Context: an optimization exercise on an open-source flow, tuned for small area, a short achievable clock period and few clock cycles. The choices shown serve that exercise and are no tape-out recipe. Where RTL was checked, it was by simulation tests only, not by an equivalence proof against the original. For runs 4 and 5, only the layout was checked, not whether the RTL still works. Power and IR drop assume default switching activity.

===== flow/constraint.sdc =====
create_clock -name core_clock -period 6.5 [get_ports {Clock}]
set_input_delay 1.3000 -clock core_clock [delete_from_list [all_inputs] [get_ports {Clock}]]
set_output_delay 1.3000 -clock core_clock [all_outputs]
set_load 0.01 [all_outputs]

===== flow/standard.sh =====
#!/bin/bash
# synth_recipe.tcl (not shown) runs the flow's synth.tcl, then flattens the netlist and writes it again
# the make line also repeats each setting of config.mk as NAME=value (left out here)
make -C /OpenROAD-flow-scripts/flow DESIGN_CONFIG=/design/flow/config.mk WORK_HOME=/design/flow/orfs CLKGATE_MAP_FILE= SYNTH_SCRIPT=/design/flow/synth_recipe.tcl "${@:-finish}"

===== flow/config.mk =====
export PLATFORM = sky130hd
export DESIGN_NAME = prime_sieve_ctrl
export DESIGN_NICKNAME = prime_sieve_ctrl
export VERILOG_FILES = /design/flow/design.v
export SDC_FILE = /design/flow/constraint.sdc
export NUM_CORES = 4
export LEC_CHECK = 0
export CAP_MARGIN = 20
export CORE_MARGIN = 2
export CORE_UTILIZATION = 40
export SETUP_SLACK_MARGIN = 3.1
export SLEW_MARGIN = 20

===== flow/flow/synth.tcl =====
# Standard synthesis (synth_recipe.tcl) with ABC's default liberty mapping in
# place of ORFS's speed script.
proc synth {args} { yosys synth -nofsm -noshare {*}$args }

proc abc {args} {
  set keep {}
  set skip 0
  foreach a $args {
    if {$skip} { set skip 0; continue }
    if {$a eq "-script" || $a eq "-D"} { set skip 1; continue }
    lappend keep $a
  }
  if {[info exists ::env(MY_ABC_SCRIPT)] && $::env(MY_ABC_SCRIPT) ne ""} {
    set keep [concat [list -script $::env(MY_ABC_SCRIPT)] $keep]
  }
  if {[info exists ::env(MY_ABC_D)] && $::env(MY_ABC_D) ne ""} {
    lappend keep -D $::env(MY_ABC_D)
  }
  puts "my abc: $keep"
  yosys abc {*}$keep
}
source $::env(SCRIPTS_DIR)/synth.tcl
# left out here: clear keep_hierarchy, flatten, clean up, hide names made inside functions, write 1_2_yosys.v

===== flow/design.v =====
module prime_sieve_ctrl #(
  parameter int N      = 1024,
  parameter int ADDR_W = 10,
  parameter int CNT_W  = 10
) (
  input  logic              Clock,
  input  logic              Reset_n,
  input  logic              Start,
  input  logic              En,
  output logic              Busy,
  output logic              Done,
  output logic              PrimeValid,
  output logic [ADDR_W-1:0] Prime,
  output logic [CNT_W-1:0]  PrimeCount
);
  localparam logic [7:0] IDX_DONE = 8'd173;    
  function automatic logic [2:0] skip_at(input logic [7:0] i);
    case (i)
      8'd1: skip_at = 3'd7;
      8'd8: skip_at = 3'd1;
      8'd10: skip_at = 3'd1;
      8'd14: skip_at = 3'd1;
      8'd15: skip_at = 3'd1;
      8'd17: skip_at = 3'd1;
      8'd20: skip_at = 3'd1;
      8'd22: skip_at = 3'd1;
      8'd23: skip_at = 3'd2;
      8'd29: skip_at = 3'd4;
      8'd31: skip_at = 3'd1;
      8'd33: skip_at = 3'd2;
      8'd35: skip_at = 3'd1;
      8'd36: skip_at = 3'd1;
      8'd38: skip_at = 3'd1;
      8'd39: skip_at = 3'd1;
      8'd41: skip_at = 3'd2;
      8'd45: skip_at = 3'd3;
      8'd46: skip_at = 3'd3;
      8'd50: skip_at = 3'd1;
      8'd52: skip_at = 3'd2;
      8'd53: skip_at = 3'd1;
      8'd54: skip_at = 3'd1;
      8'd55: skip_at = 3'd1;
      8'd57: skip_at = 3'd1;
      8'd60: skip_at = 3'd2;
      8'd61: skip_at = 3'd4;
      8'd65: skip_at = 3'd4;
      8'd66: skip_at = 3'd1;
      8'd67: skip_at = 3'd2;
      8'd70: skip_at = 3'd1;
      8'd71: skip_at = 3'd2;
      8'd72: skip_at = 3'd1;
      8'd73: skip_at = 3'd1;
      8'd75: skip_at = 3'd1;
      8'd76: skip_at = 3'd2;
      8'd78: skip_at = 3'd2;
      8'd79: skip_at = 3'd2;
      8'd81: skip_at = 3'd2;
      8'd83: skip_at = 3'd1;
      8'd85: skip_at = 3'd1;
      8'd86: skip_at = 3'd2;
      8'd90: skip_at = 3'd3;
      8'd91: skip_at = 3'd2;
      8'd93: skip_at = 3'd2;
      8'd95: skip_at = 3'd1;
      8'd96: skip_at = 3'd3;
      8'd98: skip_at = 3'd5;
      8'd99: skip_at = 3'd1;
      8'd100: skip_at = 3'd2;
      8'd101: skip_at = 3'd1;
      8'd102: skip_at = 3'd1;
      8'd104: skip_at = 3'd1;
      8'd105: skip_at = 3'd2;
      8'd106: skip_at = 3'd1;
      8'd107: skip_at = 3'd1;
      8'd109: skip_at = 3'd1;
      8'd110: skip_at = 3'd1;
      8'd113: skip_at = 3'd3;
      8'd114: skip_at = 3'd2;
      8'd117: skip_at = 3'd1;
      8'd118: skip_at = 3'd1;
      8'd120: skip_at = 3'd3;
      8'd122: skip_at = 3'd1;
      8'd123: skip_at = 3'd2;
      8'd124: skip_at = 3'd2;
      8'd125: skip_at = 3'd2;
      8'd126: skip_at = 3'd2;
      8'd127: skip_at = 3'd2;
      8'd128: skip_at = 3'd1;
      8'd129: skip_at = 3'd1;
      8'd131: skip_at = 3'd2;
      8'd132: skip_at = 3'd1;
      8'd134: skip_at = 3'd2;
      8'd136: skip_at = 3'd4;
      8'd137: skip_at = 3'd2;
      8'd138: skip_at = 3'd3;
      8'd140: skip_at = 3'd2;
      8'd144: skip_at = 3'd2;
      8'd145: skip_at = 3'd4;
      8'd149: skip_at = 3'd4;
      8'd153: skip_at = 3'd6;
      8'd155: skip_at = 3'd2;
      8'd156: skip_at = 3'd2;
      8'd157: skip_at = 3'd2;
      8'd159: skip_at = 3'd1;
      8'd160: skip_at = 3'd1;
      8'd161: skip_at = 3'd4;
      8'd163: skip_at = 3'd1;
      8'd164: skip_at = 3'd1;
      8'd165: skip_at = 3'd2;
      8'd166: skip_at = 3'd1;
      8'd167: skip_at = 3'd3;
      8'd169: skip_at = 3'd1;
      8'd171: skip_at = 3'd7;
      default: skip_at = 3'd0;
    endcase
  endfunction
  function automatic logic [4:0] step_at(input logic pos, input logic [2:0] code);
    case ({pos, code})
      4'd0: step_at = {4'd1, 1'b1};
      4'd1: step_at = {4'd3, 1'b0};
      4'd2: step_at = {4'd4, 1'b1};
      4'd3: step_at = {4'd6, 1'b0};
      4'd4: step_at = {4'd7, 1'b1};
      4'd5: step_at = {4'd9, 1'b0};
      4'd6: step_at = {4'd10, 1'b1};
      4'd7: step_at = {4'd1, 1'b0};
      4'd8: step_at = {4'd2, 1'b0};
      4'd9: step_at = {4'd3, 1'b1};
      4'd10: step_at = {4'd5, 1'b0};
      4'd11: step_at = {4'd6, 1'b1};
      4'd12: step_at = {4'd8, 1'b0};
      4'd13: step_at = {4'd9, 1'b1};
      4'd14: step_at = {4'd11, 1'b0};
      4'd15: step_at = {4'd0, 1'b0};
      default: step_at = 5'd0;
    endcase
  endfunction
  logic [7:0] idx_q;       
  logic [8:0] half_q;      
  logic       pos_q;       
  logic [2:0] code_q;      
  logic       busy_s, done_s;
  logic [4:0] step_s;
  assign done_s = (idx_q == IDX_DONE);
  assign busy_s = (idx_q != 8'd0) && !done_s;
  assign step_s = step_at(pos_q, code_q);
  always_ff @(posedge Clock or negedge Reset_n) begin
    if (!Reset_n) begin
      idx_q  <= '0;
      half_q <= '0;
      pos_q  <= 1'b0;
      code_q <= '0;
    end else if (En) begin
      if (busy_s) begin
        idx_q  <= idx_q + 8'd1;
        half_q <= half_q + {5'd0, step_s[4:1]};
        pos_q  <= step_s[0];
        code_q <= skip_at(idx_q);
      end else if (Start) begin
        idx_q  <= 8'd1;
        half_q <= 9'd1;
        pos_q  <= 1'b1;
        code_q <= 3'd7;
      end
    end
  end
  assign Busy       = busy_s;
  assign Done       = done_s;
  assign PrimeValid = busy_s & En;
  assign Prime      = {half_q, (idx_q[7:1] != 7'd0)};
  assign PrimeCount = {2'b00, idx_q[7:1], idx_q[0] & !done_s};
endmodule

===== flow/flow/run.sh =====
#!/bin/bash
# Own layout flow: the standard ORFS flow (standard.sh) with
#  - synthesis: the standard script, but without Yosys's full-adder extraction
#    and with ABC's default liberty mapping in place of ORFS's speed script;
#    registers, their names and cell types are those of the standard synthesis;
#  - every port still buffered, with sky130_fd_sc_hd__buf_1 as the port buffer;
#  - CTS without dummy loads.
# Each tool's full output goes to a log file in the work folder.
set -euo pipefail
W=$(pwd)
export MY_ABC_D=${MY_ABC_D:-3000}
bash standard.sh SYNTH_SCRIPT="$W/flow/synth.tcl" ADDER_MAP_FILE= synth > "$W/synth.log" 2>&1
bash standard.sh \
  "BUFFER_PORTS_ARGS=-buffer_cell sky130_fd_sc_hd__buf_1" \
  "CTS_ARGS=-sink_clustering_enable -repair_clock_nets -dont_use_dummy_load" \
  finish > "$W/layout.log" 2>&1

==> results of run 1 <==
-- metal layers --
metal	up-vias	GRT usage (%)	share of wire, %
met5	-	0	0
met4	0	6.62	2.5
met3	17	4.06	9.0
met2	103	26.6	42
met1	809	30.2	47
li1	861	-	-
-- flip-flops by register name, indices dropped and copies added, names as in the netlist --
| register | flops |
|---|---|
| pos_q | 1 |
| code_q | 3 |
| half_q | 9 |
| idx_q | 8 |
-- layout make-up --
cell class	instances	area [um2]
Tap cell	50	62.6
Inverter	6	22.5
Multi-Input combinational cell	184	1030
Clock buffer	3	41.3
Fill cell	419	2150
Timing Repair Buffer	35	179
Sequential cell	21	541
-- stage by stage --
stage / setup WS [ps] / area, um2
global placement: 2730 / 1730
floorplan: 3140 / 1680
detailed placement: 2620 / 1730
global route: 3120 / 1880
finish: 3230 / 1880
CTS: 3100 / 1810
-- kinds of logic (layout without fill, tap and decap cells) --
| kind of cell | count (synthesis) | count (layout) |
|---|---|---|
| xor+xnor | 6 | 6 |
| mux | 1 | 1 |
| fa+ha+maj | 2 | 2 |
| simple gates | 100 | 100 |
| compound gates | 73 | 73 |
| other cells | 1 | 2 |
| flops | 21 | 21 |
| buf+inv | 27 | 44 |
-- cells in the mapped netlist, drive strengths merged, types with 4 or more instances --
cell | instances | area share, %
a21oi | 21 | 6.3
a31oi | 9 | 3.4
buf | 9 | 4.0
clkbuf | 12 | 2.7
dfrtp | 21 | 31
inv | 6 | 1.3
nand2 | 33 | 7.4
nand2b | 8 | 3.0
nand3 | 7 | 2.1
nor2 | 23 | 5.1
nor2b | 6 | 2.2
nor3 | 8 | 2.4
o21ai | 19 | 5.7
o311ai | 4 | 2.1
-- power groups by stage --
| stage | sequential [mW] | clock, mW | combinational, mW |
|---|---|---|---|
| 6_report | 0.281 | 0.0834 | 0.578 |
| 3_5_place_dp | 0.285 | 0 | 0.498 |
| 4_1_cts | 0.282 | 0.0874 | 0.524 |
| 2_1_floorplan | 0.230 | 0 | 0.439 |
| 3_3_place_gp | 0.282 | 0 | 0.510 |
| 5_1_grt | 0.290 | 0.0927 | 0.644 |
-- what timing repair did --
action                     in CTS  in global routing
setup buffers                   2                  8
setup endpoints to repair       3                  1
resized for setup              12                  3
pin swaps                       1                  1
hold endpoints to repair        0                  0
-- worst max path at each step --
| stage | cells after the start | slack [ps] | to |
|---|---|---|---|
| 6_report | 8 | 3230 | PrimeValid |
| 5_1_grt | 8 | 3120 | PrimeValid |
| 4_1_cts | 8 | 3100 | PrimeValid |
| 3_5_place_dp | 8 | 2620 | PrimeValid |
| 3_3_place_gp | 8 | 2730 | PrimeValid |
| 2_1_floorplan | 10 | 3140 | PrimeValid |
==> flow_summary.ini, run 1 <==
[run_status]
status = finished clean

[synth]
synthArstFlopShare_pct = 100
synth-simple-area-share_pct = 28.6
ys_types = 43
syn_avg_cell_area_um2 = 7.26
synth_seq_area_share_pct = 31.3
synthMuxAreaShare_pct = 0.597
synth_top_family_by_area = simple AND/OR/NAND/NOR gates
ys_seq_elements = 21
synth_edf_count = 0
synth-xor-area-share_pct = 3.13
ys.flop_type = dfrtp_1
synth_compound_area_share_pct = 26.9
syn_area_um2 = 1680
yosys_warnings = 1
synthAdderAreaFrac_pct = 1.19
synthCells = 231

[worst_setup_path]
cp_slowest_stage_delay_ps = 510
r2r-start = code_q[1]
worstSetupPathType = reg -> out
crit_family = simple AND/OR/NAND/NOR gates
path_cells = nand2b_1, nor3_1, nand2_1, o21ai_2, inv_1, nand2_4, inv_2, buf_1
worstPathArrival_ps = 1970
reg2reg_depth = 9
startpoint = idx_q[1]
worstPathRequired_ps = 5200
crit_slowest_cell = dfrtp_2
critPathLaunchType = flip-flop
path_max_fanout = 15
cp-end-kind = output port
cp.buffers_inverters = 3
rrSetupSlack_ps = 3730
r2r-end = half_q[7]

[grt]
antenna_found_initial = 0
grt-ovfl-total = 0
grt_pass1_vias = 1384
grt_use_total_pct = 19.6
grt_max_degree = 32
grt_pass1_wl_um = 6890

[final_layout]
fin_cells = 299
nNetsFinal = 255
area_growth_pct = 12.1
final_cell_mix = nand2_1 (32), buf_1 (24), nor2_1 (22), a21oi_1 (21), o21ai_0 (17)
layout_commonest_cell = nand2_1
final_util_pct = 46.7
antenna_cells = 0
layout-drive-gt1-share_pct = 10.4

[detailed_routing]
routedWlPerCell_um = 15.5
route.detailed.drc = 0
finalWirelength_um = 4630
ant_nets = 0
viasPerCell = 5.99
drtIter0Drc = 264
via_count = 1790
firstDrtPassIters = 5

[power_and_ir_drop]
p_leak_nw = 0.747
p_int_uw = 462
p_seq_share_pct = 29.8
swShare_pct = 51.0
comb_power_share_pct = 61.4
ir_worst_vdd_mv = 0.164
p_switching_uw = 481
p_total_uw = 942
powerDensity_nw_per_um2 = 501
pwr-share-clk_pct = 8.9

[hold_path]
min_from = half_q[8]
hp-class = reg -> reg
whs_endpoint = half_q[8]
hold_depth = 1

[clock_tree]
root_buffer = clkbuf_8
cts_buffer_depth = 2
h-tree-depth = 1
ctsHoldBuffers = 0
cts.sinks = 21
cts_tree = done
cts_made_buffers = 3
clk_pin_slew_worst_paths_ps = 80
clk_latency_ps = 260

[timing]
rsz0062_at_grt = no
timing.hold.ws_ps = 475
fin_crit_ps = 3270
slew_violations = 0
finalHoldViolCount = 0
setup_viol = 0
fin_skew_ps = 7.15
fin_crit_sh_pct = 50.2
max_freq_mhz = 306
max_slew_margin_pct = 49.2
worst_pin_slew_ps = 757
finalSetupTns_ps = 0

[die]
rows = 23
die_w_um = 68.8
die-area_um2 = 4730
start_util_pct = 41.6
fp.dieH_um = 68.8
core-area_um2 = 4030
io_pins = 27

[run]
cap_violations = 0

[placed_design]
port_buffers = 24
gp_congestion = 0.967
dp_hpwl_um = 3070
place_inst = 286
Testbench counts, summed over its fixed seeds: cycles 2,080.
==> run 2: changes to the inputs <==
--- a/flow/config.mk
+++ b/flow/config.mk
@@ -9,4 +9,4 @@
 export CORE_MARGIN = 2
 export CORE_UTILIZATION = 40
-export SETUP_SLACK_MARGIN = 3.1
+export SETUP_SLACK_MARGIN = 3.6
 export SLEW_MARGIN = 20
==> run 2 against run 1 <==
  * Final cell count up 4.0%
  * Die area unchanged
  * Final area up 8.6%
  * Power up 9.9%
==> flow_summary.ini, run 2 <==
[placed_design]
place_inst = 286
placed_area_um2 = 1760
port_buffers = 24
gp_congestion = 0.881
place_ws_ps = 2980
dp_hpwl_um = 3120

[clock_tree]
clk_latency_ps = 270
cts_buffer_depth = 2
cts.sinks = 21
root_buffer = clkbuf_8
clk_pin_slew_worst_paths_ps = 90
ctsHoldBuffers = 0
cts_made_buffers = 3
h-tree-depth = 1
cts_tree = done

[worst_setup_path]
critPathLaunchType = flip-flop
worstSetupPathType = reg -> out
startpoint = idx_q[5]
path_cells = or2_4, nor2_4, nand3_2, o21ai_4, inv_2, nand2_8, inv_8, buf_6
cp.buffers_inverters = 3
path_max_fanout = 3
crit_family = simple AND/OR/NAND/NOR gates
reg2reg_depth = 9
r2r-start = code_q[0]
worstPathRequired_ps = 5200
endpoint = PrimeValid
worstPathArrival_ps = 1690
cp-end-kind = output port
r2r-end = half_q[7]
cp_slowest_stage_delay_ps = 430
cp_num_cells = 8
crit_slowest_cell = dfrtp_2
rrSetupSlack_ps = 3990

[run_status]
status = finished clean

[timing]
fin_skew_ps = 21.4
max_slew_margin_pct = 53.6
slew_violations = 0
setup_viol = 0
worst_pin_slew_ps = 691
rsz0062_at_grt = yes
fin_crit_sh_pct = 46.0
fin_crit_ps = 2990
max_freq_mhz = 335
finalSetupTns_ps = 0
fin_ws_ps = 3510
finalHoldViolCount = 0

[detailed_routing]
firstDrtPassIters = 5
routedWlPerCell_um = 16.3
route.detailed.drc = 0
ant_nets = 0
via_count = 1878
drtIter0Drc = 433
viasPerCell = 6.04
finalWirelength_um = 5080

[final_layout]
final_cell_mix = nand2_1 (31), buf_4 (23), buf_1 (22), a21oi_1 (21), nor2_1 (20)
largest_reg_flops = 9
area_growth_pct = 21.8
layout_commonest_cell = nand2_1
antenna_cells = 0
nFillCells = 397
nNetsFinal = 267
layout-drive-gt1-share_pct = 19.9
finalInstanceArea_um2 = 2040
fin_cells = 311
regMostFlops = half_q

[power_and_ir_drop]
powerDensity_nw_per_um2 = 507
p_leak_nw = 0.824
ir_worst_vdd_mv = 0.213
p_total_mw = 1.04

[grt]
grt_pass1_vias = 1558
globalRouteMet3Util_pct = 5.68
use_met2_pct = 33.8
antenna_found_initial = 0
grt-ovfl-total = 0
busiest_layer = met2
grt_use_total_pct = 22.4
grt.met1_usage_pct = 32.2
grt_max_degree = 22
grt_pass1_wl_um = 7910

[synth]
yosys-top-cells-area = dfrtp_1 (31%), nand2_1 (7.4%), a21oi_1 (6.3%), o21ai_0 (5.4%), nor2_1 (5.1%)
yosys_warnings = 1
netlist.area_leader.share_pct = 31.3
synthArstFlopShare_pct = 100
synth_edf_count = 0
post-synth-top-area-cell = dfrtp_1
synthCells = 231
synth_common_cells = nand2_1 (33), nor2_1 (23), a21oi_1 (21), dfrtp_1 (21), o21ai_0 (18)
syn_area_um2 = 1680
synth_seq_area_share_pct = 31.3
ys_types = 43
ys.flop_type = dfrtp_1
ys_seq_elements = 21
synth.most_common_cell = nand2_1
syn_avg_cell_area_um2 = 7.26

[die]
core-area_um2 = 4030
die_w_um = 68.8
io_pins = 27
start_util_pct = 41.6
fp.dieH_um = 68.8
die-area_um2 = 4730
rows = 23

[hold_path]
hp-class = reg -> reg

[run]
cap_violations = 0
-- run 2: layer usage --
layer,up-vias,wire length (um)
li1,880,-
met1,866,2210
met2,118,2240
met3,14,533
met4,0,90
met5,-,0
-- run 2: report_power, final --
| part | total (mW) | leakage (nW) | internal, mW | switching (mW) |
|---|---|---|---|---|
| Clock | 0.0838 | 0.0216 | 0.0414 | 0.0424 |
| Combinational | 0.709 | 0.547 | 0.294 | 0.415 |
| Sequential | 0.243 | 0.255 | 0.180 | 0.0624 |
| Total | 1.04 | 0.824 | 0.515 | 0.520 |
-- run 2: layout make-up --
class	count	area, um2	share of cell area, %
clock buffers	3	41.3	2.02
inverters	6	33.8	1.65
multi-input cells	184	1100	53.6
flip-flops and latches	21	538	26.3
well taps	50	62.6	3.06
repair buffers	47	272	13.3
-- run 2: through the flow --
stage / hold slack, ps / utilization (%)
floorplan: 509 / -
global placement: 463 / 43.6
detailed placement: 472 / 43.6
CTS: 486 / 49.8
global route: 510 / 50.7
finish: 481 / 50.7
-- run 2: kinds of logic (layout without fill, tap and decap cells) --
kind of cell	after synthesis	count (layout)	share of synthesized area, %
simple gates	100	100	28.6
compound gates	73	73	26.9
buf+inv	27	56	8.05
flops	21	21	31.3
xor+xnor	6	6	3.13
fa+ha+maj	2	2	1.19
other cells	1	2	0.223
mux	1	1	0.597
-- run 2: how the worst min path moves through the flow --
stage / startpoint / to / slack (ps) / cells past startpoint
2_1_floorplan: half_q[8] / half_q[8] / 510 / 1
3_3_place_gp: half_q[8] / half_q[8] / 460 / 1
3_5_place_dp: half_q[8] / half_q[8] / 470 / 1
4_1_cts: half_q[8] / half_q[8] / 490 / 1
5_1_grt: half_q[8] / half_q[8] / 510 / 1
6_report: half_q[8] / half_q[8] / 480 / 1
-- run 2: what timing repair did --
item | 4_1_cts | 5_1_grt
resized for setup | 20 | 6
hold endpoints to repair | 0 | 0
setup buffers | 20 | 2
endpoints found under the setup margin | 5 | 7
gates cloned | 0 | 0
pin swaps | 4 | 0
==> run 3: changes to the inputs <==
--- a/flow/config.mk
+++ b/flow/config.mk
@@ -9,4 +9,4 @@
 export CORE_MARGIN = 2
 export CORE_UTILIZATION = 40
-export SETUP_SLACK_MARGIN = 3.6
+export SETUP_SLACK_MARGIN = 3.4
 export SLEW_MARGIN = 20
==> run 3 against run 2 <==
  * Critical path depth unchanged
  * Register-to-register slack got worse by 240 ps
  * Global-route usage fell by 0.72 points
==> flow_summary.ini, run 3 <==
[run_status]
status = finished clean

[die]
die_w_um = 68.8
core-area_um2 = 4030
fp.dieH_um = 68.8
rows = 23
io_pins = 27
die-area_um2 = 4730
start_util_pct = 41.6

[timing]
timing.hold.ws_ps = 477
max_slew_margin_pct = 50.9
fin_crit_sh_pct = 46.8
fin_skew_ps = 0.634
fin_crit_ps = 3040
finalSetupTns_ps = 0
worst_pin_slew_ps = 731
setup_viol = 0
max_freq_mhz = 329
finalHoldViolCount = 0
rsz0062_at_grt = no
slew_violations = 0

[grt]
grt_pass1_vias = 1542
antenna_found_initial = 0
grt-ovfl-total = 0
grt_use_total_pct = 21.7
grt_max_degree = 22
grt_pass1_wl_um = 7690

[placed_design]
dp_hpwl_um = 3130
port_buffers = 24
place_inst = 286
gp_congestion = 0.998

[clock_tree]
root_buffer = clkbuf_8
h-tree-depth = 1
cts_buffer_depth = 2
ctsHoldBuffers = 0
clk_pin_slew_worst_paths_ps = 70
cts_tree = done
cts.sinks = 21
clk_latency_ps = 250
cts_made_buffers = 3

[hold_path]
hold_depth = 1
hp-class = reg -> reg
whs_endpoint = half_q[8]
min_from = half_q[8]

[worst_setup_path]
rrSetupSlack_ps = 3750
cp.buffers_inverters = 3
critPathLaunchType = flip-flop
reg2reg_depth = 9
r2r-start = code_q[1]
path_cells = or2_4, nor2_4, nand3_4, o21ai_4, inv_2, nand2_4, inv_4, buf_2
worstPathArrival_ps = 1740
cp_slowest_stage_delay_ps = 420
cp-end-kind = output port
crit_slowest_cell = dfrtp_2
path_max_fanout = 7
crit_family = simple AND/OR/NAND/NOR gates
worstPathRequired_ps = 5200
r2r-end = half_q[7]
worstSetupPathType = reg -> out

[power_and_ir_drop]
p_switching_uw = 501
comb_power_share_pct = 66.7
p_int_uw = 484
powerDensity_nw_per_um2 = 501
p_leak_nw = 0.793
swShare_pct = 50.9
p_seq_share_pct = 25.2
pwr-share-clk_pct = 8.2
ir_worst_vdd_mv = 0.145

[synth]
synth_common_cells = nand2_1 (33), nor2_1 (23), a21oi_1 (21), dfrtp_1 (21), o21ai_0 (18)
synthCells = 231
syn_avg_cell_area_um2 = 7.26
synthArstFlopShare_pct = 100
synthAdderAreaFrac_pct = 1.19
syn_area_um2 = 1680
yosys-top-cells-area = dfrtp_1 (31%), nand2_1 (7.4%), a21oi_1 (6.3%), o21ai_0 (5.4%), nor2_1 (5.1%)
synth.most_common_cell = nand2_1
synth_top_family_by_area = simple AND/OR/NAND/NOR gates
synth_seq_area_share_pct = 31.3
ys.flop_type = dfrtp_1
post-synth-top-area-cell = dfrtp_1
ys_types = 43
synth-simple-area-share_pct = 28.6
synth_compound_area_share_pct = 26.9
ys_seq_elements = 21
synthMuxAreaShare_pct = 0.597
netlist.area_leader.share_pct = 31.3
synth_edf_count = 0
synth-xor-area-share_pct = 3.13
yosys_warnings = 1

[final_layout]
layout_commonest_cell = nand2_1
antenna_cells = 0
fin_cells = 305
regMostFlops = half_q
largest_reg_flops = 9
layout-drive-gt1-share_pct = 16.5
area_growth_pct = 17.2
final_cell_mix = nand2_1 (32), buf_1 (22), a21oi_1 (21), nor2_1 (19), o21ai_0 (17)
nNetsFinal = 261

[detailed_routing]
finalWirelength_um = 4940
drtIter0Drc = 253
routedWlPerCell_um = 16.2
route.detailed.drc = 0
firstDrtPassIters = 6
via_count = 1858
viasPerCell = 6.09
ant_nets = 0

[run]
cap_violations = 0
## run 3: logic make-up (layout without fill, tap and decap cells)
family	Yosys count	after routing
AND/OR/NAND/NOR	100	100
AO/OA/AOI/OAI	73	73
buffers and inverters	27	50
flip-flops	21	21
XOR/XNOR	6	6
adder cells (fa/ha/maj)	2	2
other	1	2
multiplexers	1	1
## run 3: layer usage
| layer | part of all wire [%] | global-route usage (%) | routed length, um | vias to the layer above |
|---|---|---|---|---|
| met5 | 0 | 0 | 0 | - |
| met4 | 1.3 | 4.90 | 66 | 0 |
| met3 | 11 | 4.06 | 526 | 12 |
| met2 | 44 | 33.1 | 2200 | 126 |
| met1 | 44 | 31.7 | 2150 | 848 |
| li1 | - | - | - | 872 |
## run 3: power groups by stage
stage	registers, mW	logic (mW)	clock network [mW]
global placement	0.284	0.516	0
floorplan	0.231	0.451	0
global route	0.256	0.720	0.0889
finish	0.248	0.657	0.0806
detailed placement	0.285	0.509	0
CTS	0.245	0.622	0.0841
## run 3: worst max path at each step
stage                         from    endpoint  cells past startpoint
after floorplan           idx_q[5]  PrimeValid                     10
after global placement    idx_q[3]  PrimeValid                      8
after detailed placement  idx_q[3]  PrimeValid                      8
after CTS                 idx_q[4]  PrimeValid                      8
after global routing      idx_q[5]  PrimeValid                      8
final                     idx_q[5]  PrimeValid                      8
## run 3: area by class of cell
cell class                 count  area (um2)
clock buffer                   3        41.3
timing repair buffer          41         218
sequential                    21         537
fill                         403        2060
multi-input combinational    184        1080
inverter                       6        25.0
tap                           50        62.6
## run 3: through the flow
step | instance area [um2] | power [mW] | worst slack [ps] | util [%]
4_1_cts | 1920 | 0.951 | 3480 | 47.6
3_5_place_dp | 1740 | 0.793 | 2830 | 43.2
2_1_floorplan | 1700 | 0.681 | 3410 | -
6_report | 1970 | 0.985 | 3460 | 48.8
5_1_grt | 1970 | 1.07 | 3390 | 48.8
3_3_place_gp | 1740 | 0.799 | 2880 | 43.2
## run 3: worst register-to-register path: cells and delay by family (launching register included)
kind	cells	cell delay, ps
fa+ha+maj	2	450
simple gates	4	680
compound gates	2	840
flops	1	440
xor+xnor	1	210
## run 3: timing repair
| item | 4_1_cts | 5_1_grt |
|---|---|---|
| pin swaps | 2 | 2 |
| buffers inserted | 13 | 3 |
| resized for setup | 18 | 5 |
| setup endpoints to repair | 4 | 1 |
==> run 4: changes to the inputs <==
--- a/flow/design.v
+++ b/flow/design.v
@@ -14,5 +14,5 @@
   output logic [CNT_W-1:0]  PrimeCount
 );
-  localparam logic [7:0] IDX_DONE = 8'd173;    
+  localparam logic [7:0] LAST = 8'd172;    
   function automatic logic [2:0] skip_at(input logic [7:0] i);
     case (i)
@@ -111,5 +111,4 @@
       8'd167: skip_at = 3'd3;
       8'd169: skip_at = 3'd1;
-      8'd171: skip_at = 3'd7;
       default: skip_at = 3'd0;
     endcase
@@ -138,10 +137,8 @@
   logic [7:0] idx_q;       
   logic [8:0] half_q;      
+  logic       busy_q, done_q;
   logic       pos_q;       
   logic [2:0] code_q;      
-  logic       busy_s, done_s;
   logic [4:0] step_s;
-  assign done_s = (idx_q == IDX_DONE);
-  assign busy_s = (idx_q != 8'd0) && !done_s;
   assign step_s = step_at(pos_q, code_q);
   always_ff @(posedge Clock or negedge Reset_n) begin
@@ -149,15 +146,29 @@
       idx_q  <= '0;
       half_q <= '0;
-      pos_q  <= 1'b0;
-      code_q <= '0;
+      busy_q <= 1'b0;
+      done_q <= 1'b0;
     end else if (En) begin
-      if (busy_s) begin
-        idx_q  <= idx_q + 8'd1;
-        half_q <= half_q + {5'd0, step_s[4:1]};
+      if (busy_q) begin
+        if (idx_q == LAST) begin
+          busy_q <= 1'b0;
+          done_q <= 1'b1;
+        end else begin
+          idx_q  <= idx_q + 8'd1;
+          half_q <= half_q + {5'd0, step_s[4:1]};
+        end
+      end else if (Start) begin
+        idx_q  <= 8'd1;
+        half_q <= 9'd1;
+        busy_q <= 1'b1;
+        done_q <= 1'b0;
+      end
+    end
+  end
+  always_ff @(posedge Clock) begin
+    if (En) begin
+      if (busy_q) begin
         pos_q  <= step_s[0];
         code_q <= skip_at(idx_q);
       end else if (Start) begin
-        idx_q  <= 8'd1;
-        half_q <= 9'd1;
         pos_q  <= 1'b1;
         code_q <= 3'd7;
@@ -165,8 +176,8 @@
     end
   end
-  assign Busy       = busy_s;
-  assign Done       = done_s;
-  assign PrimeValid = busy_s & En;
+  assign Busy       = busy_q;
+  assign Done       = done_q;
+  assign PrimeValid = busy_q & En;
   assign Prime      = {half_q, (idx_q[7:1] != 7'd0)};
-  assign PrimeCount = {2'b00, idx_q[7:1], idx_q[0] & !done_s};
+  assign PrimeCount = {2'b00, idx_q};
 endmodule
==> run 4 against run 3 <==
  * Critical path depth shrank 4
  * Synthesized cell count grew 1.7%
  * Global-route usage shrank 3.9 points
  * Largest cell class unchanged
  * Clock skew grew 17 ps
  * Sequential power grew 31%
  * Via count shrank 4.4%
  * Combinational power shrank about 30%
  * Final area grew 5.4%
  * Area after synthesis grew 10%
==> flow_summary.ini, run 4 <==
[worst_setup_path]
worstPathArrival_ps = 1750
path_cells = clkbuf_4, nand2_2, inv_2, buf_2
worstSetupPathType = in -> out
r2r-start = idx_q[0]
cp-end-kind = output port
rrSetupSlack_ps = 3700
reg2reg_depth = 8
critPathLaunchType = input port
endpoint = PrimeValid
cp_slowest_stage_delay_ps = 150
worstPathRequired_ps = 5200
r2r-end = step_s[2]
crit_slowest_cell = clkbuf_4
startpoint = En
path_max_fanout = 6

[hold_path]
hold_depth = 2
min_from = done_q
hp-class = reg -> reg

[die]
die-area_um2 = 5180
rows = 24
die_w_um = 72.0
io_pins = 27
fp.dieH_um = 72.0
start_util_pct = 41.9
core-area_um2 = 4410

[grt]
grt-ovfl-total = 0
grt_pass1_wl_um = 7390
grt_pass1_vias = 1525
grt_use_total_pct = 17.8
grt_max_degree = 27
antenna_found_initial = 0

[placed_design]
place_ws_ps = 2950
dp_hpwl_um = 3180
place_inst = 298
gp_congestion = 0.770
placed_area_um2 = 1950
port_buffers = 24

[power_and_ir_drop]
p_total_uw = 874
powerDensity_nw_per_um2 = 422
p_leak_nw = 0.831
ir_worst_vdd_mv = 0.185

[clock_tree]
ctsHoldBuffers = 0
cts_made_buffers = 3
cts_buffer_depth = 2
cts_tree = done
h-tree-depth = 1
clk_pin_slew_worst_paths_ps = 100
clk_latency_ps = 270
cts.sinks = 28
root_buffer = clkbuf_8

[final_layout]
final_util_pct = 46.9
largest_reg_flops = 9
fin_cells = 304
nFillCells = 449
nNetsFinal = 258
antenna_cells = 0
finalInstanceArea_um2 = 2070
area_growth_pct = 12.1
layout-drive-gt1-share_pct = 10.7
regMostFlops = half_q
final_cell_mix = nand2_1 (26), nor2_1 (26), buf_1 (21), o21ai_0 (20), a21oi_1 (17)

[detailed_routing]
ant_nets = 0
viasPerCell = 5.84
via_count = 1776
route.detailed.drc = 0
firstDrtPassIters = 4
routedWlPerCell_um = 15.4
finalWirelength_um = 4670
drtIter0Drc = 205

[timing]
fin_ws_ps = 3450
worst_pin_slew_ps = 748
rsz0062_at_grt = no
slew_violations = 0
fin_crit_ps = 3050
finalHoldViolCount = 0
finalSetupTns_ps = 0
fin_crit_sh_pct = 46.9
setup_viol = 0
fin_skew_ps = 17.8
max_slew_margin_pct = 50.2
max_freq_mhz = 328
timing.hold.ws_ps = 507

[synth]
syn_avg_cell_area_um2 = 7.86
synthArstFlopShare_pct = 67.9
ys_types = 51
yosys_warnings = 1
syn_area_um2 = 1850
synth.most_common_cell = nand2_1
synth_common_cells = nand2_1 (27), nor2_1 (26), o21ai_0 (21), dfrtp_1 (19), a21oi_1 (18)
synthCells = 235
synth_edf_count = 4
post-synth-top-area-cell = dfrtp_1
ys.flop_type = dfrtp_1
ys_seq_elements = 28
netlist.area_leader.share_pct = 25.7
yosys-top-cells-area = dfrtp_1 (26%), edfxtp_1 (6.5%), o21ai_0 (5.7%), nand2_1 (5.5%), dfxtp_1 (5.4%)
synth_seq_area_share_pct = 37.6

[run]
cap_violations = 0

[run_status]
status = finished clean
[run 4: cell types whose count changed after synthesis, sizes merged, moves of 3 or more]
| cell | change |
|---|---|
| a21oi | -3 |
| a31oi | -6 |
| and3 | +5 |
| buf | -7 |
| dfxtp | +5 |
| edfxtp | +4 |
| nand2 | -6 |
| nand2b | -3 |
| nor2 | +3 |
| nor2b | -3 |
| o311ai | -3 |
[run 4: worst min path at each step]
stage	endpoint	slack (ps)
6_report	done_q	510
3_5_place_dp	done_q	490
3_3_place_gp	done_q	490
5_1_grt	done_q	570
4_1_cts	done_q	510
2_1_floorplan	half_q[0]	500
[run 4: layer usage]
metal | up-vias | global-route usage, % | share of wire, %
met5 | - | 0 | 0
met4 | 0 | 4.61 | 0.34
met3 | 2 | 2.08 | 5.5
met2 | 53 | 26.6 | 48
met1 | 831 | 27.3 | 46
li1 | 890 | - | -
[run 4: cell type report]
class / count / area (um2) / share of cell area, %
inverter: 7 / 27.5 / 1.33
sequential: 28 / 711 / 34.3
clock buffer: 3 / 41.3 / 1.99
multi-input combinational: 187 / 1110 / 53.5
tap: 52 / 65.1 / 3.14
timing repair buffer: 27 / 119 / 5.74
[run 4: critical path: cells and delay by family]
family,cells,cell delay (ps)
buf+inv,3,360
simple gates,1,90
[run 4: cell families after synthesis]
| group | count (synthesis) | synth area share [%] |
|---|---|---|
| and+or+nand+nor | 103 | 27.5 |
| AOI/OAI and AO/OA | 71 | 24.4 |
| DFF | 28 | 37.6 |
| buffers and inverters | 21 | 4.67 |
| xor gates and xnor gates | 7 | 3.32 |
| muxes | 4 | 2.23 |
| other | 1 | 0.203 |
[run 4: repair_timing]
action	4_1_cts	5_1_grt
setup endpoints to repair	9	7
setup buffers	0	3
resized for setup	8	14
[run 4: power by group]
group	leakage (nW)	switching (mW)	internal, mW	total, mW
Clock	0.0216	0.0483	0.0415	0.0898
Sequential	0.323	0.0818	0.244	0.325
Combinational	0.486	0.259	0.200	0.459
==> run 5: changes to the inputs <==
--- a/flow/config.mk
+++ b/flow/config.mk
@@ -9,4 +9,4 @@
 export CORE_MARGIN = 2
 export CORE_UTILIZATION = 40
-export SETUP_SLACK_MARGIN = 3.4
+export SETUP_SLACK_MARGIN = 3.6
 export SLEW_MARGIN = 20
==> run 5 against run 4 <==
  * Final area is 4.5% higher
  * Maximum frequency grew 4.6%
  * Global-route usage up 1.3 points
  * First-iteration DRC count increased by 14%
  * Sequential cell count stayed put
  * Worst setup slack improved by 130 ps
  * Count of clock-buffer cells in the layout is the same
  * Non-clock buffer count increased by 7
  * Highest routed layer unchanged
==> flow_summary.ini, run 5 <==
[worst_setup_path]
r2r-start = idx_q[2]
worstSetupPathType = in -> out
cp.buffers_inverters = 3
critPathLaunchType = input port
rrSetupSlack_ps = 3690
reg2reg_depth = 8
path_max_fanout = 2
crit_slowest_cell = buf_6
crit_family = buffers and inverters
worstPathRequired_ps = 5200
r2r-end = step_s[2]
worstPathArrival_ps = 1620
cp-end-kind = output port
cp_slowest_stage_delay_ps = 110
path_cells = buf_8, nand2_4, inv_4, buf_6

[synth]
yosys-top-cells-area = dfrtp_1 (26%), edfxtp_1 (6.5%), o21ai_0 (5.7%), nand2_1 (5.5%), dfxtp_1 (5.4%)
yosys_warnings = 1
synthArstFlopShare_pct = 67.9
ys_types = 51
ys_seq_elements = 28
synthCells = 235
post-synth-top-area-cell = dfrtp_1
synth_edf_count = 4
syn_avg_cell_area_um2 = 7.86
synth_seq_area_share_pct = 37.6
netlist.area_leader.share_pct = 25.7
syn_area_um2 = 1850
synth_common_cells = nand2_1 (27), nor2_1 (26), o21ai_0 (21), dfrtp_1 (19), a21oi_1 (18)
synth.most_common_cell = nand2_1
ys.flop_type = dfrtp_1

[timing]
fin_crit_sh_pct = 44.9
rsz0062_at_grt = yes
max_slew_margin_pct = 66.6
fin_skew_ps = 7.34
max_freq_mhz = 343
fin_crit_ps = 2920
finalHoldViolCount = 0
worst_pin_slew_ps = 487
setup_viol = 0
finalSetupTns_ps = 0
slew_violations = 0

[power_and_ir_drop]
powerDensity_nw_per_um2 = 415
p_switching_uw = 400
swShare_pct = 44.6
p_seq_share_pct = 36.8
ir_worst_vdd_mv = 0.242
p_int_uw = 497
comb_power_share_pct = 53.0
pwr-share-clk_pct = 10.2
p_leak_nw = 0.876

[placed_design]
gp_congestion = 0.824
place_inst = 298
dp_hpwl_um = 3210
port_buffers = 24

[die]
start_util_pct = 41.9
die_w_um = 72.0
core-area_um2 = 4410
die-area_um2 = 5180
fp.dieH_um = 72.0
io_pins = 27
rows = 24

[clock_tree]
clk_pin_slew_worst_paths_ps = 90
cts_made_buffers = 3
root_buffer = clkbuf_8
cts_tree = done
h-tree-depth = 1
cts.sinks = 28
clk_latency_ps = 270
cts_buffer_depth = 2

[detailed_routing]
via_count = 1839
route.detailed.drc = 0
firstDrtPassIters = 4
drtIter0Drc = 234
viasPerCell = 5.91
finalWirelength_um = 4840
ant_nets = 0
routedWlPerCell_um = 15.6

[grt]
grt_use_total_pct = 19.1
grt_max_degree = 27
antenna_found_initial = 0
grt_pass1_wl_um = 7890
grt_pass1_vias = 1624
grt-ovfl-total = 0

[final_layout]
regMostFlops = half_q
fin_cells = 311
layout-drive-gt1-share_pct = 13.5
antenna_cells = 0
area_growth_pct = 17.1
largest_reg_flops = 9
nNetsFinal = 265
final_cell_mix = nand2_1 (26), nor2_1 (25), buf_1 (21), o21ai_0 (20), a21oi_1 (17)
layout_commonest_cell = nand2_1

[hold_path]
min_from = done_q
whs_endpoint = done_q
hold_depth = 2
hp-class = reg -> reg

[run]
cap_violations = 0

[run_status]
status = finished clean
## run 5: final cells by class
class	instances	area [um2]
multi-input cells	187	1130
repair buffers	34	185
well taps	52	65.1
inverters	7	31.3
clock buffers	3	41.3
fillers	428	2250
flip-flops and latches	28	712
## run 5: worst max-delay path by stage
stage	start	endpoint	depth (start not counted)
after floorplan	Start	half_q[8]	8
after global placement	idx_q[1]	step_s[2]	8
after detailed placement	idx_q[1]	step_s[4]	8
after CTS	En	PrimeValid	4
after global routing	En	PrimeValid	4
final	En	PrimeValid	4
## run 5: cells by family (layout without fill, tap and decap cells)
group,after synthesis,after routing,share of synthesized area (%)
XOR/XNOR,7,7,3.32
other,1,2,0.203
AND/OR/NAND/NOR,103,103,27.5
flip-flops,28,28,37.6
multiplexers,4,4,2.23
buffers and inverters,21,44,4.67
AO/OA/AOI/OAI,71,71,24.4
## run 5: what timing repair did
item / CTS / global route
resized for setup: 19 / 8
pin swaps: 2 / 1
hold buffers: 0 / 0
endpoints found under the hold margin: 0 / 0
setup endpoints to repair: 7 / 9
buffers inserted: 5 / 5
## run 5: power by group through the flow
stage | Combinational [mW] | Sequential (mW) | Clock (mW)
finish | 0.476 | 0.330 | 0.0915
global route | 0.530 | 0.341 | 0.102
CTS | 0.443 | 0.332 | 0.0960
detailed placement | 0.401 | 0.344 | 0
global placement | 0.402 | 0.344 | 0
floorplan | 0.350 | 0.294 | 0
## run 5: tightest hold or removal path: cells and delay by family (launching register included)
kind / cells / cell delay (ps)
flops: 1 / 350
simple gates: 2 / 130
## run 5: metrics by stage
step           hold slack [ps]  area, um2  setup WS (ps)  util (%)  total power [mW]
5_1_grt                    553       2160           3570      49.0             0.973
4_1_cts                    526       2090           3580      47.4             0.870
3_3_place_gp               495       1960           3240      44.4             0.746
2_1_floorplan              500       1860           3640         -             0.643
6_report                   517       2160           3580      49.0             0.897
3_5_place_dp               510       1960           3250      44.4             0.745
## run 5: routing by layer
layer | wire [um] | vias up | GRT usage, %
met1 | 2220 | 862 | 28.1
met2 | 2300 | 66 | 29.5
met3 | 269 | 6 | 2.50
met4 | 50 | 0 | 5.66
met5 | 0 | - | 0
li1 | - | 905 | -
==> run 6: changes to the inputs <==
--- a/flow/design.v
+++ b/flow/design.v
@@ -148,4 +148,6 @@
       busy_q <= 1'b0;
       done_q <= 1'b0;
+      pos_q  <= 1'b0;
+      code_q <= '0;
     end else if (En) begin
       if (busy_q) begin
@@ -156,21 +158,14 @@
           idx_q  <= idx_q + 8'd1;
           half_q <= half_q + {5'd0, step_s[4:1]};
+          pos_q  <= step_s[0];
+          code_q <= skip_at(idx_q);
         end
       end else if (Start) begin
         idx_q  <= 8'd1;
         half_q <= 9'd1;
+        pos_q  <= 1'b1;
+        code_q <= 3'd7;
         busy_q <= 1'b1;
         done_q <= 1'b0;
-      end
-    end
-  end
-  always_ff @(posedge Clock) begin
-    if (En) begin
-      if (busy_q) begin
-        pos_q  <= step_s[0];
-        code_q <= skip_at(idx_q);
-      end else if (Start) begin
-        pos_q  <= 1'b1;
-        code_q <= 3'd7;
       end
     end
==> run 6 against run 5 <==
  * Die area down 9.8%
  * Maximum frequency rose by 0.54%
  * Hold slack better by 38 ps
  * Power is 13% lower
  * Worst setup slack gained 16 ps
  * Final cell count shrank 5.1%
  * Clock power is 8.9% lower
  * Utilization fell by 2.0 points
  * Count of clock-buffer cells in the layout is the same
  * Area after synthesis down 10%
  * Largest power group unchanged
==> flow_summary.ini, run 6 <==
[timing]
worst_pin_slew_ps = 506
rsz0062_at_grt = yes
max_slew_margin_pct = 66.3
fin_crit_sh_pct = 44.6
max_freq_mhz = 345
timing.hold.ws_ps = 555
fin_crit_ps = 2900
finalSetupTns_ps = 0
setup_viol = 0
finalHoldViolCount = 0
slew_violations = 0
fin_skew_ps = 2.70

[synth]
synthAdderAreaFrac_pct = 1.21
synth_compound_area_share_pct = 28.1
yosys_warnings = 1
post-synth-top-area-cell = dfrtp_1
synth.most_common_cell = nor2_1
synth_common_cells = nor2_1 (30), nand2_1 (28), dfrtp_1 (23), o21ai_0 (23), a21oi_1 (21)
synth-simple-area-share_pct = 27.6
netlist.area_leader.share_pct = 34.7
synth-xor-area-share_pct = 3.17
ys_types = 44
syn_avg_cell_area_um2 = 7.33
ys_seq_elements = 23
synthMuxAreaShare_pct = 0
ys.flop_type = dfrtp_1
synthCells = 226
syn_area_um2 = 1660
synth_top_family_by_area = compound AO/OA/AOI/OAI gates
synth_seq_area_share_pct = 34.7
yosys-top-cells-area = dfrtp_1 (35%), o21ai_0 (6.9%), nor2_1 (6.8%), a21oi_1 (6.3%), nand2_1 (6.3%)
synthArstFlopShare_pct = 100
synth_edf_count = 0

[clock_tree]
cts_tree = done
cts_made_buffers = 3
h-tree-depth = 1
cts_buffer_depth = 2
root_buffer = clkbuf_8
clk_latency_ps = 260
cts.sinks = 23
clk_pin_slew_worst_paths_ps = 80

[final_layout]
final_cell_mix = nor2_1 (27), nand2_1 (27), o21ai_0 (22), buf_1 (22), a21oi_1 (21)
regMostFlops = half_q
nNetsFinal = 251
area_growth_pct = 13.5
antenna_cells = 0
largest_reg_flops = 9
layout-drive-gt1-share_pct = 7.76
finalInstanceArea_um2 = 1880

[detailed_routing]
drtIter0Drc = 126
routedWlPerCell_um = 15.2
finalWirelength_um = 4480
viasPerCell = 6.00
route.detailed.drc = 0
firstDrtPassIters = 5
ant_nets = 0
via_count = 1770

[grt]
grt_pass1_vias = 1605
grt_pass1_wl_um = 7500
antenna_found_initial = 0
grt_use_total_pct = 20.7
grt-ovfl-total = 0
grt_max_degree = 24

[worst_setup_path]
rrSetupSlack_ps = 3810
worstPathRequired_ps = 5200
r2r-end = half_q[8]
r2r-start = code_q[1]
worstSetupPathType = in -> out
critPathLaunchType = input port
worstPathArrival_ps = 1600
reg2reg_depth = 9
path_max_fanout = 4
cp-end-kind = output port

[placed_design]
dp_hpwl_um = 3090
gp_congestion = 0.897
port_buffers = 24
placed_area_um2 = 1760

[hold_path]
hp-class = reg -> reg
hold_depth = 2
whs_endpoint = half_q[5]
min_from = half_q[5]

[die]
die_w_um = 68.4
rows = 23
start_util_pct = 41.4
core-area_um2 = 4000
io_pins = 27
fp.dieH_um = 68.4
die-area_um2 = 4670

[power_and_ir_drop]
ir_worst_vdd_mv = 0.181
powerDensity_nw_per_um2 = 416
p_leak_nw = 0.732

[run_status]
status = finished clean

[run]
cap_violations = 0
run 6: per-stage QoR:
step	utilization, %	std cells	setup WS [ps]	power [mW]
2_1_floorplan	-	227	3720	0.570
3_3_place_gp	44.0	288	3340	0.686
3_5_place_dp	44.0	288	3210	0.677
4_1_cts	46.2	293	3600	0.771
5_1_grt	47.0	295	3590	0.856
6_report	47.0	295	3600	0.782
run 6: cell families after synthesis:
family                   count (synthesis)
flip-flops                              23
adder cells (fa/ha/maj)                  2
XOR/XNOR                                 6
buffers and inverters                   20
AO/OA/AOI/OAI                           76
other                                    1
AND/OR/NAND/NOR                         98
run 6: cell type report:
type,instances,area (um2)
Fill cell,395,2120
Tap cell,50,62.6
Multi-Input combinational cell,184,1030
Sequential cell,23,579
Inverter,6,22.5
Timing Repair Buffer,29,146
Clock buffer,3,41.3
run 6: worst max-delay path by stage:
stage,startpoint,endpoint,slack (ps)
after floorplan,En,PrimeValid,3720
after global placement,idx_q[5],idx_q[7],3340
final,En,PrimeValid,3600
after global routing,En,PrimeValid,3590
after CTS,En,PrimeValid,3600
after detailed placement,idx_q[5],idx_q[7],3210
run 6: worst max-delay path, cell delays in order:
cell	delay (ps)
buf_8	100
nand2_4	50
inv_2	40
buf_6	110
run 6: routing by layer:
| metal | vias to the layer above | global-route usage (%) | part of all wire [%] |
|---|---|---|---|
| li1 | 851 | - | - |
| met1 | 832 | 30.2 | 48 |
| met2 | 78 | 31.2 | 44 |
| met3 | 9 | 4.28 | 6.5 |
| met4 | 0 | 5.00 | 1.4 |
| met5 | - | 0 | 0 |
run 6: repair_timing:
item | CTS | global route
buffers inserted | 2 | 2
hold endpoints to repair | 0 | 0
cloned | 0 | 0
gates resized for setup | 10 | 7
pin swaps | 1 | 0
hold buffers | 0 | 0
endpoints found under the setup margin | 15 | 15
run 6: power breakdown:
| part | internal, mW | switching [mW] | total [mW] |
|---|---|---|---|
| clock | 0.0413 | 0.0421 | 0.0834 |
| sequential | 0.184 | 0.0832 | 0.267 |
| combinational | 0.168 | 0.264 | 0.432 |
| total | 0.393 | 0.389 | 0.782 |
Testbench counts of run 6, summed over its fixed seeds: cycles 2,080.
==> run 7: changes to the inputs <==
--- a/flow/config.mk
+++ b/flow/config.mk
@@ -9,4 +9,4 @@
 export CORE_MARGIN = 2
 export CORE_UTILIZATION = 40
-export SETUP_SLACK_MARGIN = 3.6
+export SETUP_SLACK_MARGIN = 3.4
 export SLEW_MARGIN = 20
==> run 7 against run 6 <==
  * Via count is 1.4% lower
  * Sequential cell count unchanged
  * Still clean on timing, DRC and antenna
  * Final area down 3.5%
  * Area after synthesis is the same
  * Final cell count is 1.4% lower
==> flow_summary.ini, run 7 <==
[timing]
max_freq_mhz = 331
worst_pin_slew_ps = 682
slew_violations = 0
finalSetupTns_ps = 0
setup_viol = 0
finalHoldViolCount = 0
max_slew_margin_pct = 54.5
fin_crit_ps = 3020
fin_crit_sh_pct = 46.5
fin_skew_ps = 1.14
rsz0062_at_grt = yes

[power_and_ir_drop]
comb_power_share_pct = 55.0
pwr-share-clk_pct = 10.7
p_switching_uw = 382
powerDensity_nw_per_um2 = 423
p_int_uw = 385
p_seq_share_pct = 34.3
ir_worst_vdd_mv = 0.176
swShare_pct = 49.8
p_leak_nw = 0.709

[worst_setup_path]
endpoint = PrimeValid
cp-end-kind = output port
r2r-end = idx_q[7]
worstPathRequired_ps = 5200
worstSetupPathType = in -> out
critPathLaunchType = input port
startpoint = En
worstPathArrival_ps = 1720
path_max_fanout = 4
rrSetupSlack_ps = 3640
r2r-start = idx_q[4]
reg2reg_depth = 8

[detailed_routing]
viasPerCell = 6.00
firstDrtPassIters = 5
drtIter0Drc = 132
finalWirelength_um = 4370
route.detailed.drc = 0
routedWlPerCell_um = 15.0
ant_nets = 0
via_count = 1745

[synth]
synthCells = 226
syn_avg_cell_area_um2 = 7.33
netlist.area_leader.share_pct = 34.7
ys.flop_type = dfrtp_1
ys_types = 44
synth_seq_area_share_pct = 34.7
synthArstFlopShare_pct = 100
syn_area_um2 = 1660
ys_seq_elements = 23
synth.most_common_cell = nor2_1
synth_edf_count = 0
yosys_warnings = 1
yosys-top-cells-area = dfrtp_1 (35%), o21ai_0 (6.9%), nor2_1 (6.8%), a21oi_1 (6.3%), nand2_1 (6.3%)
post-synth-top-area-cell = dfrtp_1
synth_common_cells = nor2_1 (30), nand2_1 (28), dfrtp_1 (23), o21ai_0 (23), a21oi_1 (21)

[placed_design]
dp_hpwl_um = 3090
gp_congestion = 0.897
placed_area_um2 = 1760
port_buffers = 24

[grt]
grt.met1_usage_pct = 30.8
grt_pass1_vias = 1575
grt-ovfl-total = 0
busiest_layer = met1
grt_pass1_wl_um = 7470
grt_use_total_pct = 20.6
globalRouteMet3Util_pct = 3.95
grt_max_degree = 24
use_met2_pct = 30.6
antenna_found_initial = 0

[clock_tree]
h-tree-depth = 1
cts.sinks = 23
ctsHoldBuffers = 0
root_buffer = clkbuf_8
cts_tree = done
cts_made_buffers = 3
clk_pin_slew_worst_paths_ps = 70
clk_latency_ps = 250
cts_buffer_depth = 2

[final_layout]
layout-drive-gt1-share_pct = 3.73
antenna_cells = 0
area_growth_pct = 9.59
multi_input_area_um2 = 1010
finalInstanceArea_um2 = 1820
nFillCells = 398
regMostFlops = half_q
seq_area_um2 = 577
largest_reg_flops = 9
nNetsFinal = 247
final_cell_mix = nor2_1 (28), nand2_1 (28), o21ai_0 (23), dfrtp_1 (22), buf_1 (22)

[die]
die-area_um2 = 4670
die_w_um = 68.4
io_pins = 27
core-area_um2 = 4000
fp.dieH_um = 68.4
rows = 23
start_util_pct = 41.4

[run]
cap_violations = 0

[run_status]
status = finished clean

[hold_path]
hp-class = reg -> reg
==> run 7: cell counts after synthesis <==
Identical to the previous run, type by type.
==> run 7: cell type report <==
class / count / share of cell area, %
Multi-Input combinational cell: 184 / 55.8
Sequential cell: 23 / 31.8
Timing Repair Buffer: 25 / 5.51
Tap cell: 50 / 3.45
Clock buffer: 3 / 2.27
Inverter: 6 / 1.24
==> run 7: per-stage QoR <==
stage | hold slack (ps) | utilization, % | std cells | total power [mW] | worst slack, ps
final | 535 | 45.4 | 291 | 0.768 | 3480
after floorplan | 520 | - | 227 | 0.570 | 3720
after detailed placement | 511 | 44.0 | 288 | 0.677 | 3210
after global placement | 503 | 44.0 | 288 | 0.686 | 3340
after CTS | 542 | 45.1 | 291 | 0.764 | 3420
after global routing | 569 | 45.4 | 291 | 0.844 | 3400
==> run 7: worst min path at each step <==
stage,start,endpoint,slack (ps),cells past startpoint
global route,done_q,done_q,570,1
global placement,done_q,done_q,500,1
detailed placement,done_q,done_q,510,1
finish,done_q,done_q,530,1
floorplan,pos_q,pos_q,520,2
CTS,done_q,done_q,540,1
==> run 7: logic make-up (layout without fill, tap and decap cells) <==
logic type	after synthesis	count (layout)	share of synthesized area (%)
XOR/XNOR	6	6	3.17
adder cells (fa/ha/maj)	2	2	1.21
flip-flops	23	23	34.7
AO/OA/AOI/OAI	76	76	28.1
other	1	2	0.226
buffers and inverters	20	34	4.98
AND/OR/NAND/NOR	98	98	27.6
==> run 7: power by group through the flow <==
stage,clock (mW),combinational [mW],sequential [mW]
final,0.0822,0.422,0.264
after global routing,0.0929,0.477,0.274
after CTS,0.0858,0.417,0.262
after detailed placement,0,0.413,0.264
after global placement,0,0.419,0.267
after floorplan,0,0.332,0.237
==> run 7: critical path, stage by stage <==
cell and delay [ps]:
clkbuf_2 110, nand2_1 80, inv_1 90, clkbuf_2 140
==> run 7: layer usage <==
layer | wire [um] | part of all wire, %
met1 | 2120 | 48
met2 | 1870 | 43
met3 | 322 | 7.4
met4 | 63 | 1.4
met5 | 0 | 0
==> run 7: timing repair <==
action / in CTS / in global routing
gates resized for setup: 1 / 5
setup endpoints to repair: 5 / 8
buffers inserted: 0 / 0
==> run 8: changes to the inputs <==
--- a/flow/config.mk
+++ b/flow/config.mk
@@ -9,4 +9,4 @@
 export CORE_MARGIN = 2
 export CORE_UTILIZATION = 40
-export SETUP_SLACK_MARGIN = 3.4
+export SETUP_SLACK_MARGIN = 3.8
 export SLEW_MARGIN = 20
==> run 8 against run 7 <==
  * Synthesized cell count stayed put
  * Maximum frequency is 4.0% higher
  * Sequential cell count stayed put
  * Largest power group unchanged
  * Highest routed layer unchanged
==> flow_summary.ini, run 8 <==
[detailed_routing]
ant_nets = 0
firstDrtPassIters = 5
routedWlPerCell_um = 14.7
drtIter0Drc = 138
finalWirelength_um = 4340
via_count = 1727
route.detailed.drc = 0
viasPerCell = 5.85

[timing]
fin_ws_ps = 3590
finalHoldViolCount = 0
rsz0062_at_grt = yes
finalSetupTns_ps = 0
max_slew_margin_pct = 66.4
slew_violations = 0
fin_crit_sh_pct = 44.7
fin_crit_ps = 2910
setup_viol = 0
fin_skew_ps = 3.64
worst_pin_slew_ps = 504
max_freq_mhz = 344

[die]
start_util_pct = 41.4
die_w_um = 68.4
io_pins = 27
fp.dieH_um = 68.4
rows = 23
core-area_um2 = 4000
die-area_um2 = 4670

[final_layout]
layout_commonest_cell = nand2_1
antenna_cells = 0
nNetsFinal = 251
layout-drive-gt1-share_pct = 10.6
largest_reg_flops = 9
area_growth_pct = 16.7
fin_cells = 295
regMostFlops = half_q
nFillCells = 415
final_util_pct = 48.3
final_cell_mix = nand2_1 (27), nor2_1 (26), buf_1 (22), a21oi_1 (21), o21ai_0 (21)

[grt]
grt-ovfl-total = 0
antenna_found_initial = 0
grt_pass1_wl_um = 7180
grt_use_total_pct = 20.1
grt_max_degree = 24
grt_pass1_vias = 1473

[clock_tree]
root_buffer = clkbuf_8
ctsHoldBuffers = 0
cts.sinks = 23
clk_latency_ps = 260
h-tree-depth = 1
clk_pin_slew_worst_paths_ps = 80
cts_made_buffers = 3
cts_buffer_depth = 2
cts_tree = done

[synth]
ys_types = 44
yosys_warnings = 1
syn_avg_cell_area_um2 = 7.33
yosys-top-cells-area = dfrtp_1 (35%), o21ai_0 (6.9%), nor2_1 (6.8%), a21oi_1 (6.3%), nand2_1 (6.3%)
synth_seq_area_share_pct = 34.7
synthCells = 226
synth_common_cells = nor2_1 (30), nand2_1 (28), dfrtp_1 (23), o21ai_0 (23), a21oi_1 (21)
netlist.area_leader.share_pct = 34.7
ys_seq_elements = 23
synth.most_common_cell = nor2_1
post-synth-top-area-cell = dfrtp_1
synth_edf_count = 0
ys.flop_type = dfrtp_1
syn_area_um2 = 1660
synthArstFlopShare_pct = 100

[worst_setup_path]
cp_slowest_stage_delay_ps = 110
path_cells = buf_8, nand2_8, inv_4, buf_6
reg2reg_depth = 7
path_max_fanout = 2
critPathLaunchType = input port
worstSetupPathType = in -> out
cp-end-kind = output port
worstPathRequired_ps = 5200
rrSetupSlack_ps = 3940
worstPathArrival_ps = 1610
crit_slowest_cell = buf_8

[placed_design]
place_inst = 288
dp_hpwl_um = 3000
gp_congestion = 0.962
place_ws_ps = 3250
port_buffers = 24

[run_status]
status = finished clean

[hold_path]
hp-class = reg -> reg
hold_depth = 1

[power_and_ir_drop]
powerDensity_nw_per_um2 = 416
ir_worst_vdd_mv = 0.232
p_leak_nw = 0.743

[run]
cap_violations = 0
run 8: changes by cell type in the layout (fill, tap and decap cells not counted), moves of 2 or more:
cell      before  now
buf_4          1    5
nor3_1        10    8
nor3_2         0    2
dfrtp_1       22   19
nor2_4         1    4
clkbuf_2       2    0
dfrtp_2        1    4
o21ai_0       23   21
nor2_1        28   26
run 8: layer usage:
metal  vias up  wire length, um  global-route usage [%]
li1        855                -                       -
met4         0               18                    2.00
met1       783             2040                    31.3
met2        85             1860                    28.2
met3         4              416                    5.59
met5         -                0                       0
run 8: path summary, 6_finish.rpt:
kind | to | from
min in group asynchronous | half_q[3] | Reset_n
max in group asynchronous | idx_q[4] | Reset_n
hold / removal | done_q | done_q
setup / recovery | PrimeValid | En
setup reg to reg | idx_q[3] | idx_q[5]
hold reg to reg | done_q | done_q
run 8: power by group:
group          total [mW]  switching (mW)  internal (mW)
Sequential          0.276          0.0918          0.184
Clock              0.0852          0.0438         0.0414
Combinational       0.444           0.265          0.179
run 8: area by class of cell:
cell class | count | area (um2) | share of cell area, %
well taps | 50 | 62.6 | 3.24
clock buffers | 3 | 41.3 | 2.14
flip-flops and latches | 23 | 581 | 30.0
repair buffers | 29 | 146 | 7.57
multi-input cells | 184 | 1080 | 55.7
inverters | 6 | 25.0 | 1.29
run 8: per-stage QoR:
step / hold slack, ps / total power [mW] / cell area [um2]
after floorplan: 520 / 0.573 / 1680
after global placement: 501 / 0.692 / 1780
after detailed placement: 497 / 0.678 / 1780
after CTS: 525 / 0.780 / 1890
after global routing: 551 / 0.882 / 1930
final: 522 / 0.805 / 1930
run 8: critical path, delay by kind of cell:
kind / cells / cell delay (ps)
AND/OR/NAND/NOR: 1 / 60
buffers and inverters: 3 / 250
run 8: logic make-up after synthesis:
logic type,synth area share [%]
other,0.226
flip-flops,34.7
buffers and inverters,4.98
XOR/XNOR,3.17
AO/OA/AOI/OAI,28.1
adder cells (fa/ha/maj),1.21
AND/OR/NAND/NOR,27.6
run 8: timing repair:
action | in CTS | in global routing
endpoints found under the setup margin | 22 | 6
endpoints found under the hold margin | 0 | 0
cloned | 0 | 0
setup buffers | 3 | 1
gates resized for setup | 18 | 9
==> run 9: changes to the inputs <==
--- a/flow/flow/run.sh
+++ b/flow/flow/run.sh
@@ -10,4 +10,5 @@
 W=$(pwd)
 export MY_ABC_D=${MY_ABC_D:-3000}
+export MY_ABC_SCRIPT="$W/flow/abc.script"
 bash standard.sh SYNTH_SCRIPT="$W/flow/synth.tcl" ADDER_MAP_FILE= synth > "$W/synth.log" 2>&1
 bash standard.sh \
==> flow/flow/abc.script (new file) <==
strash
dc2
dch -f
amap
--- a/flow/config.mk
+++ b/flow/config.mk
@@ -9,4 +9,4 @@
 export CORE_MARGIN = 2
 export CORE_UTILIZATION = 40
-export SETUP_SLACK_MARGIN = 3.8
+export SETUP_SLACK_MARGIN = 3.6
 export SLEW_MARGIN = 20
==> run 9 against run 8 <==
  * Routed wire length increased by 10%
  * Via count increased by 7.0%
  * Clock power decreased by 0.6%
  * Utilization increased by 3.1 points
  * Still clean on timing, DRC and antenna
  * Final area decreased by 1.2%
  * Global-route usage increased by 1.9 points
  * Largest power group unchanged
  * Critical path depth unchanged
  * Combinational power increased by 14%
  * Highest routed layer unchanged
  * Area after synthesis decreased by 5.2%
  * Die area decreased by 4.9%
  * Worst setup slack got worse by 37 ps
  * Register-to-register slack got worse by 140 ps
==> flow_summary.ini, run 9 <==
[run_status]
status = finished clean

[final_layout]
layout-drive-gt1-share_pct = 13.8
multi_input_area_um2 = 911
largest_reg_flops = 9
antenna_cells = 0
seq_area_um2 = 579
nFillCells = 362
layout_commonest_cell = nor2_1
final_util_pct = 51.4

[power_and_ir_drop]
powerDensity_nw_per_um2 = 434

[timing]
setup_viol = 0
finalSetupTns_ps = 0
fin_ws_ps = 3560
fin_crit_ps = 2940
fin_crit_sh_pct = 45.3
finalHoldViolCount = 0
fin_skew_ps = 12.4
max_slew_margin_pct = 66.1
slew_violations = 0
worst_pin_slew_ps = 496

[detailed_routing]
routed.top_layer = met4
met1_length_um = 1970
drtIter0Drc = 196
route.detailed.drc = 0
routed-wl-met2_um = 2130
routedWlPerCell_um = 15.5

[placed_design]
dp_hpwl_um = 3330
port_buffers = 24

[die]
die-area_um2 = 4440
die_w_um = 66.7
start_util_pct = 42.3
core-area_um2 = 3720

[clock_tree]
cts_made_buffers = 3
clk_latency_ps = 260
cts.sinks = 23
root_buffer = clkbuf_8
cts_tree = done

[hold_path]
hp-class = reg -> reg

[worst_setup_path]
crit_slowest_cell = buf_6
cp_slowest_stage_delay_ps = 110
critPathLaunchType = input port

[grt]
grt_pass1_vias = 1569
grt_use_total_pct = 21.9
grt_pass1_wl_um = 7460

[synth]
synth_seq_area_share_pct = 36.7
yosys-top-cells-area = dfrtp_1 (37%), nor2_1 (15%), clkinv_1 (7.4%), nor3_1 (5.7%), a21oi_1 (4.8%)
synth_common_cells = nor2_1 (63), clkinv_1 (31), dfrtp_1 (23), nor3_1 (18), a21oi_1 (15)
ys.flop_type = dfrtp_1
run 9: changes by cell type after synthesis, moves of 8 or more:
cell	change
clkbuf_1	-11
clkinv_1	+31
nand2_1	-17
nor2_1	+33
nor3_1	+8
o21ai_0	-9
run 9: what timing repair did:
action	4_1_cts	5_1_grt
resized for setup	13	13
gates cloned	0	0
hold buffers	0	0
pin swaps	2	1
setup buffers	6	3
setup endpoints to repair	18	18
run 9: power by group:
part           switching, mW  total, mW  internal [mW]  leakage, nW
Clock                 0.0433     0.0847         0.0414       0.0216
Sequential            0.0532      0.241          0.188        0.289
Combinational          0.328      0.504          0.175        0.409
Total                  0.425      0.829          0.404        0.719
run 9: per-stage QoR:
| step | total power [mW] | hold WS, ps | cell area (um2) | instances |
|---|---|---|---|---|
| global placement | 0.710 | 474 | 1730 | 296 |
| detailed placement | 0.689 | 472 | 1730 | 296 |
| CTS | 0.793 | 485 | 1850 | 305 |
| global route | 0.899 | 548 | 1910 | 308 |
| finish | 0.829 | 489 | 1910 | 308 |
| floorplan | 0.566 | 512 | 1590 | 225 |
run 9: routing by layer:
| layer | vias up | GRT usage [%] |
|---|---|---|
| li1 | 868 | - |
| met1 | 822 | 29.3 |
| met2 | 137 | 33.3 |
| met3 | 21 | 7.43 |
| met4 | 0 | 6.89 |
| met5 | - | 0 |
run 9: path summary, 6_finish.rpt:
kind,start,end,slack [ps],cells past startpoint
setup / recovery,En,PrimeValid,3560,4
hold / removal,half_q[8],half_q[8],490,1
setup reg to reg,idx_q[2],half_q[8],3800,11
hold reg to reg,half_q[8],half_q[8],490,1
max in group asynchronous,Reset_n,idx_q[2],5220,2
min in group asynchronous,Reset_n,half_q[7],1010,2
run 9: final cells by class:
class,count,area share (%)
inverters,31,7.01
multi-input cells,169,47.7
clock buffers,3,2.16
repair buffers,34,9.63
flip-flops and latches,23,30.3
well taps,48,3.15
run 9: worst max-delay path, delay by kind of cell:
| kind | cells | cell delay [ps] |
|---|---|---|
| buf+inv | 3 | 240 |
| simple gates | 1 | 100 |
run 9: cell families after synthesis:
logic type | after synthesis | synth area share [%]
AO/OA/AOI/OAI | 64 | 26.9
buffers and inverters | 33 | 8.37
flip-flops | 23 | 36.7
other | 1 | 0.239
AND/OR/NAND/NOR | 103 | 27.8

Setup slack of run 9, layout unchanged: 3.558 ns with ideal ports, 3.508 ns with driving cells assumed (clock clkbuf_16, inputs buf_2), 3.458 ns with port delays also shifted by the 0.284 ns mid clock arrival.
